What follows belongs to an exercise in optimizing a design on an open flow for small area; a production flow would make more cautious choices.
In this exercise RTL edits were held to simulation tests only and were not proved equivalent to the original.
Power and IR drop assume default switching activity.

Design isa_core, start of the top module:
module isa_core
(
    input  logic              clk,
    input  logic              rst_n,
    input  logic              run,
    input  logic              host_we,
    input  isa_pkg::reg_idx_t host_idx,
    input  isa_pkg::word_t    host_data,
    input  logic              instr_valid,
    input  isa_pkg::word_t    instr_data,
    output logic              fetch_req,
    output isa_pkg::pc_t      fetch_addr,
    output logic              wb_valid,
    output isa_pkg::reg_idx_t wb_idx,
    output isa_pkg::word_t    wb_data,
    output logic              io_stall
);
    logic                       clr;
    logic [3:0]                 ph;
    logic [3:0]                 ph_nxt;
    isa_pkg::word_t             instr;
    logic                       start;
    logic                       stepping;
    logic [isa_pkg::step_w-1:0] step;
    logic                       retire;
    logic                       zero;
    logic                       rs_bit;
    logic                       rt_bit;
    logic                       is_alu;
    logic                       is_mult;
    logic                       is_slt;
    logic                       is_add;
    logic                       inv_b;
    logic                       core_we;
    logic                       host_wr;
    logic                       rf_we;
    isa_pkg::reg_idx_t          rf_idx;
  ...
==> flow/config.mk <==
export PLATFORM = sky130hd
export DESIGN_NAME = isa_core
export DESIGN_NICKNAME = isa_core
export VERILOG_FILES = /design/flow/design.v
export SDC_FILE = /design/flow/constraint.sdc
export NUM_CORES = 4
export LEC_CHECK = 0
export ABC_CLOCK_PERIOD_IN_PS = 5500
export CAP_MARGIN = 20
export CORE_MARGIN = 2
export CORE_UTILIZATION = 70
export PLACE_DENSITY = 0.78
export SLEW_MARGIN = 20
==> flow/constraint.sdc <==
create_clock -name core_clock -period 5.5 [get_ports {clk}]
set_input_delay 1.1000 -clock core_clock [delete_from_list [all_inputs] [get_ports {clk}]]
set_output_delay 1.1000 -clock core_clock [all_outputs]
set_load 0.01 [all_outputs]
standard.sh (not shown) runs the stock make flow with config.mk's settings and CLKGATE_MAP_FILE= SYNTH_SCRIPT=/design/flow/synth_recipe.tcl, a recipe that flattens the netlist after the stock synthesis.
==> flow/flow/run.sh <==
#!/bin/bash
# The standard layout (standard.sh) with these changes:
#  - synthesis (flow/synth.tcl) maps the register-file ring muxes to o22ai
#    cells before ABC maps the rest
#  - port buffers use the smallest buffer cell
#  - the clock tree is built from small clock buffers in small sink
#    clusters, without dummy loads
# The ORFS tools log to orfs/logs as usual; make's output goes to
# standard.log.
set -euo pipefail
here=$(pwd)
sed "s#SYNTH_SCRIPT=[^ ]*#SYNTH_SCRIPT=$here/flow/synth.tcl#" standard.sh > standard_own.sh
export FLOW_FLOW_DIR=$here/flow
export BUFFER_PORTS_ARGS="-buffer_cell sky130_fd_sc_hd__buf_1"
export CTS_ARGS="-sink_clustering_enable -repair_clock_nets -dont_use_dummy_load -buf_list {sky130_fd_sc_hd__clkbuf_4} -sink_clustering_size 10 -sink_clustering_max_diameter 40"
bash standard_own.sh > standard.log 2>&1
==> flow/flow/abc.script <==
&get -n
&st
&dch
&nf
&st
&syn2
&if -g -K 6
&synch2
&nf
&st
&syn2
&if -g -K 6
&synch2
&nf
&st
&syn2
&if -g -K 6
&synch2
&nf
&st
&syn2
&if -g -K 6
&synch2
&nf
&st
&syn2
&if -g -K 6
&synch2
&nf
&put
topo
stime -c
==> flow/flow/ringmux.v <==
// Map a 2:1 mux into one o22ai cell: Y = !((!S | !B) & (S | !A)) = S ? B : A.
// The inverters are left to ABC, which merges them with their drivers.
module \$_MUX_ (A, B, S, Y);
  input A, B, S;
  output Y;
  wire na, nb, ns;
  \$_NOT_ inv_a (.A(A), .Y(na));
  \$_NOT_ inv_b (.A(B), .Y(nb));
  \$_NOT_ inv_s (.A(S), .Y(ns));
  sky130_fd_sc_hd__o22ai_1 _TECHMAP_REPLACE_ (.A1(ns), .A2(nb), .B1(S), .B2(na), .Y(Y));
endmodule
==> flow/flow/synth.tcl <==
# The standard flow's synthesis script (synth_recipe.tcl) with one addition: just before
# the final ABC mapping, the 2:1 muxes that feed the register-file ring
# flip-flops are mapped to single o22ai cells (flow/ringmux.v), so every
# ring bit gets the same small cell. ABC maps the rest as usual. The
# flip-flops are mapped before this point, so the registers are the same
# as in the standard synthesis. If flow/abc.script exists, ABC runs that
# script instead of ORFS's speed script.
proc synth {args} { yosys synth -nofsm -noshare {*}$args }
proc abc {args} {
  yosys select -set ringmux {*}{c:u_reg_file.ring* %ci1:+[D] %ci1:+[Y] t:$_MUX_ %i}
  yosys select -count @ringmux
  yosys techmap -map $::env(FLOW_FLOW_DIR)/ringmux.v @ringmux
  yosys opt_expr
  yosys opt_merge
  yosys opt_expr
  yosys opt_clean
  set i [lsearch -exact $args -script]
  if { $i >= 0 && [file exists $::env(FLOW_FLOW_DIR)/abc.script] } {
    lset args [expr {$i + 1}] $::env(FLOW_FLOW_DIR)/abc.script
  }
  yosys abc {*}$args
}
source $::env(SCRIPTS_DIR)/synth.tcl
# left out here: clear keep_hierarchy, flatten, clean up, hide names made inside functions, write 1_2_yosys.v
Rerun with:
==> flow/flow/run.sh (replaced) <==
#!/bin/bash
# The standard layout (standard.sh) with these changes:
#  - if flow/abc.script exists, synthesis (flow/synth.tcl, otherwise the
#    same as synth_recipe.tcl) maps the logic with that ABC script
#  - port buffers use the smallest buffer cell
#  - the clock tree is built from small clock buffers in small sink
#    clusters, without dummy loads
# The ORFS tools log to orfs/logs as usual; make's output goes to
# standard.log.
set -euo pipefail
here=$(pwd)
if [[ -f flow/abc.script ]]; then
  sed "s#SYNTH_SCRIPT=[^ ]*#SYNTH_SCRIPT=$here/flow/synth.tcl#" standard.sh > standard_own.sh
  export FLOW_ABC_SCRIPT=$here/flow/abc.script
else
  cp standard.sh standard_own.sh
fi
export BUFFER_PORTS_ARGS="-buffer_cell sky130_fd_sc_hd__buf_1"
export CTS_ARGS="-sink_clustering_enable -repair_clock_nets -dont_use_dummy_load -buf_list {sky130_fd_sc_hd__clkbuf_4} -sink_clustering_size 10 -sink_clustering_max_diameter 40"
bash standard_own.sh > standard.log 2>&1
Settings changed: CORE_UTILIZATION 70 to 55, PLACE_DENSITY 0.78 to default.
removed: flow/flow/abc.script
removed: flow/flow/ringmux.v
removed: flow/flow/synth.tcl
=> The new run produced a clean layout. Worst setup slack loses 21 ps. Wire length increases by 14%. Core utilization decreases by 18 points. Final cell count increases by 25%. Hold slack hardly moves.
Rerun with:
==> flow/flow/run.sh (replaced) <==
#!/bin/bash
# The standard layout (standard.sh) with these changes:
#  - synthesis (flow/synth.tcl) maps the register-file ring muxes to o22ai
#    cells before ABC maps the rest
#  - port buffers use the smallest buffer cell
#  - the clock tree is built from small clock buffers in small sink
#    clusters, without dummy loads
# The ORFS tools log to orfs/logs as usual; make's output goes to
# standard.log.
set -euo pipefail
here=$(pwd)
sed "s#SYNTH_SCRIPT=[^ ]*#SYNTH_SCRIPT=$here/flow/synth.tcl#" standard.sh > standard_own.sh
export FLOW_FLOW_DIR=$here/flow
export BUFFER_PORTS_ARGS="-buffer_cell sky130_fd_sc_hd__buf_1"
export CTS_ARGS="-sink_clustering_enable -repair_clock_nets -dont_use_dummy_load -buf_list {sky130_fd_sc_hd__clkbuf_4} -sink_clustering_size 10 -sink_clustering_max_diameter 40"
bash standard_own.sh > standard.log 2>&1
==> flow/flow/ringmux.v (new file) <==
// Map a 2:1 mux into one o22ai cell: Y = !((!S | !B) & (S | !A)) = S ? B : A.
// The inverters are left to ABC, which merges them with their drivers.
module \$_MUX_ (A, B, S, Y);
  input A, B, S;
  output Y;
  wire na, nb, ns;
  \$_NOT_ inv_a (.A(A), .Y(na));
  \$_NOT_ inv_b (.A(B), .Y(nb));
  \$_NOT_ inv_s (.A(S), .Y(ns));
  sky130_fd_sc_hd__o22ai_1 _TECHMAP_REPLACE_ (.A1(ns), .A2(nb), .B1(S), .B2(na), .Y(Y));
endmodule
==> flow/flow/synth.tcl (new file) <==
# The standard flow's synthesis script (synth_recipe.tcl) with one addition: just before
# the final ABC mapping, the 2:1 muxes that feed the register-file ring
# flip-flops are mapped to single o22ai cells (flow/ringmux.v), so every
# ring bit gets the same small cell. ABC maps the rest as usual. The
# flip-flops are mapped before this point, so the registers are the same
# as in the standard synthesis.
proc synth {args} { yosys synth -nofsm -noshare {*}$args }
proc abc {args} {
  yosys select -set ringmux {*}{c:u_reg_file.ring* %ci1:+[D] %ci1:+[Y] t:$_MUX_ %i}
  yosys select -count @ringmux
  yosys techmap -map $::env(FLOW_FLOW_DIR)/ringmux.v @ringmux
  yosys opt_expr
  yosys opt_merge
  yosys opt_expr
  yosys opt_clean
  yosys abc {*}$args
}
source $::env(SCRIPTS_DIR)/synth.tcl
# left out here: clear keep_hierarchy, flatten, clean up, hide names made inside functions, write 1_2_yosys.v
Settings changed: CORE_UTILIZATION 55 to 70, PLACE_DENSITY from default to 0.78.
Result: Design area goes down by 9.7%; synthesized area shrinks by 9.9%; global-route usage goes up by 6.1 points.
Rerun with:
Settings changed: GPL_TIMING_DRIVEN from default to 0.
=> Total power is about the same. Worst setup slack degrades by 160 ps. Clock-buffer cell count increases by 1. Final area came out higher slightly. Die area is unchanged. Combinational power barely changes. Maximum frequency went down by a few percent.
Rerun with:
==> flow/flow/abc.script (new file) <==
&get -n
&st
&dch
&nf
&st
&syn2
&if -g -K 6
&synch2
&nf
&st
&syn2
&if -g -K 6
&synch2
&nf
&st
&syn2
&if -g -K 6
&synch2
&nf
&st
&syn2
&if -g -K 6
&synch2
&nf
&st
&syn2
&if -g -K 6
&synch2
&nf
&put
topo
stime -c
--- a/flow/flow/synth.tcl
+++ b/flow/flow/synth.tcl
@@ -4,5 +4,6 @@
 # ring bit gets the same small cell. ABC maps the rest as usual. The
 # flip-flops are mapped before this point, so the registers are the same
-# as in the standard synthesis.
+# as in the standard synthesis. If flow/abc.script exists, ABC runs that
+# script instead of ORFS's speed script.
 proc synth {args} { yosys synth -nofsm -noshare {*}$args }
 proc abc {args} {
@@ -14,4 +15,8 @@
   yosys opt_expr
   yosys opt_clean
+  set i [lsearch -exact $args -script]
+  if { $i >= 0 && [file exists $::env(FLOW_FLOW_DIR)/abc.script] } {
+    lset args [expr {$i + 1}] $::env(FLOW_FLOW_DIR)/abc.script
+  }
   yosys abc {*}$args
 }
Settings changed: CORE_UTILIZATION 70 to 85, GPL_TIMING_DRIVEN 0 to default, PLACE_DENSITY 0.78 to 0.93.
The changed run died in global routing (5_1_grt) with GRT-0232; synthesized area falls by 1.7%; synthesized cell count falls by 2.4%.

==> separate check: timing with driven ports <==
In the flow no input, the clock included, has a driving cell. The finished layouts below were timed again as built, in two steps.
Step 1: set_driving_cell puts a clkbuf_16 on clk and a buf_2 on each other input, an assumption about the parent block.
Step 2 times the ports against the registers' clock, not the clock port: input delays grow and output delays shrink by t, the midpoint of the rising clock arrivals with the driver on.
a / b / c = ideal ports / drivers / drivers and shift; a / b = the first two.
| run | t (ns) | setup slack, ns | clock arrival spread, ns | pins driven straight from the clock port |
|---|---|---|---|---|
| the first run | 0.678 | 0.359 / 0.359 / -0.291 | 0.072 / 0.072 | 1 |
| the second run | 0.696 | 0.338 / 0.338 / -0.255 | 0.078 / 0.077 | 1 |
| the third run | 0.656 | 0.332 / 0.332 / -0.306 | 0.122 / 0.122 | 1 |
| the fourth run | 0.658 | 0.168 / 0.168 / -0.470 | 0.058 / 0.059 | 1 |
Met with ideal ports but missed after step 2: setup timing in every run listed. The setup slack of the first run, which loses most, moves by 0.000 ns with the drivers and by -0.650 ns with both steps.
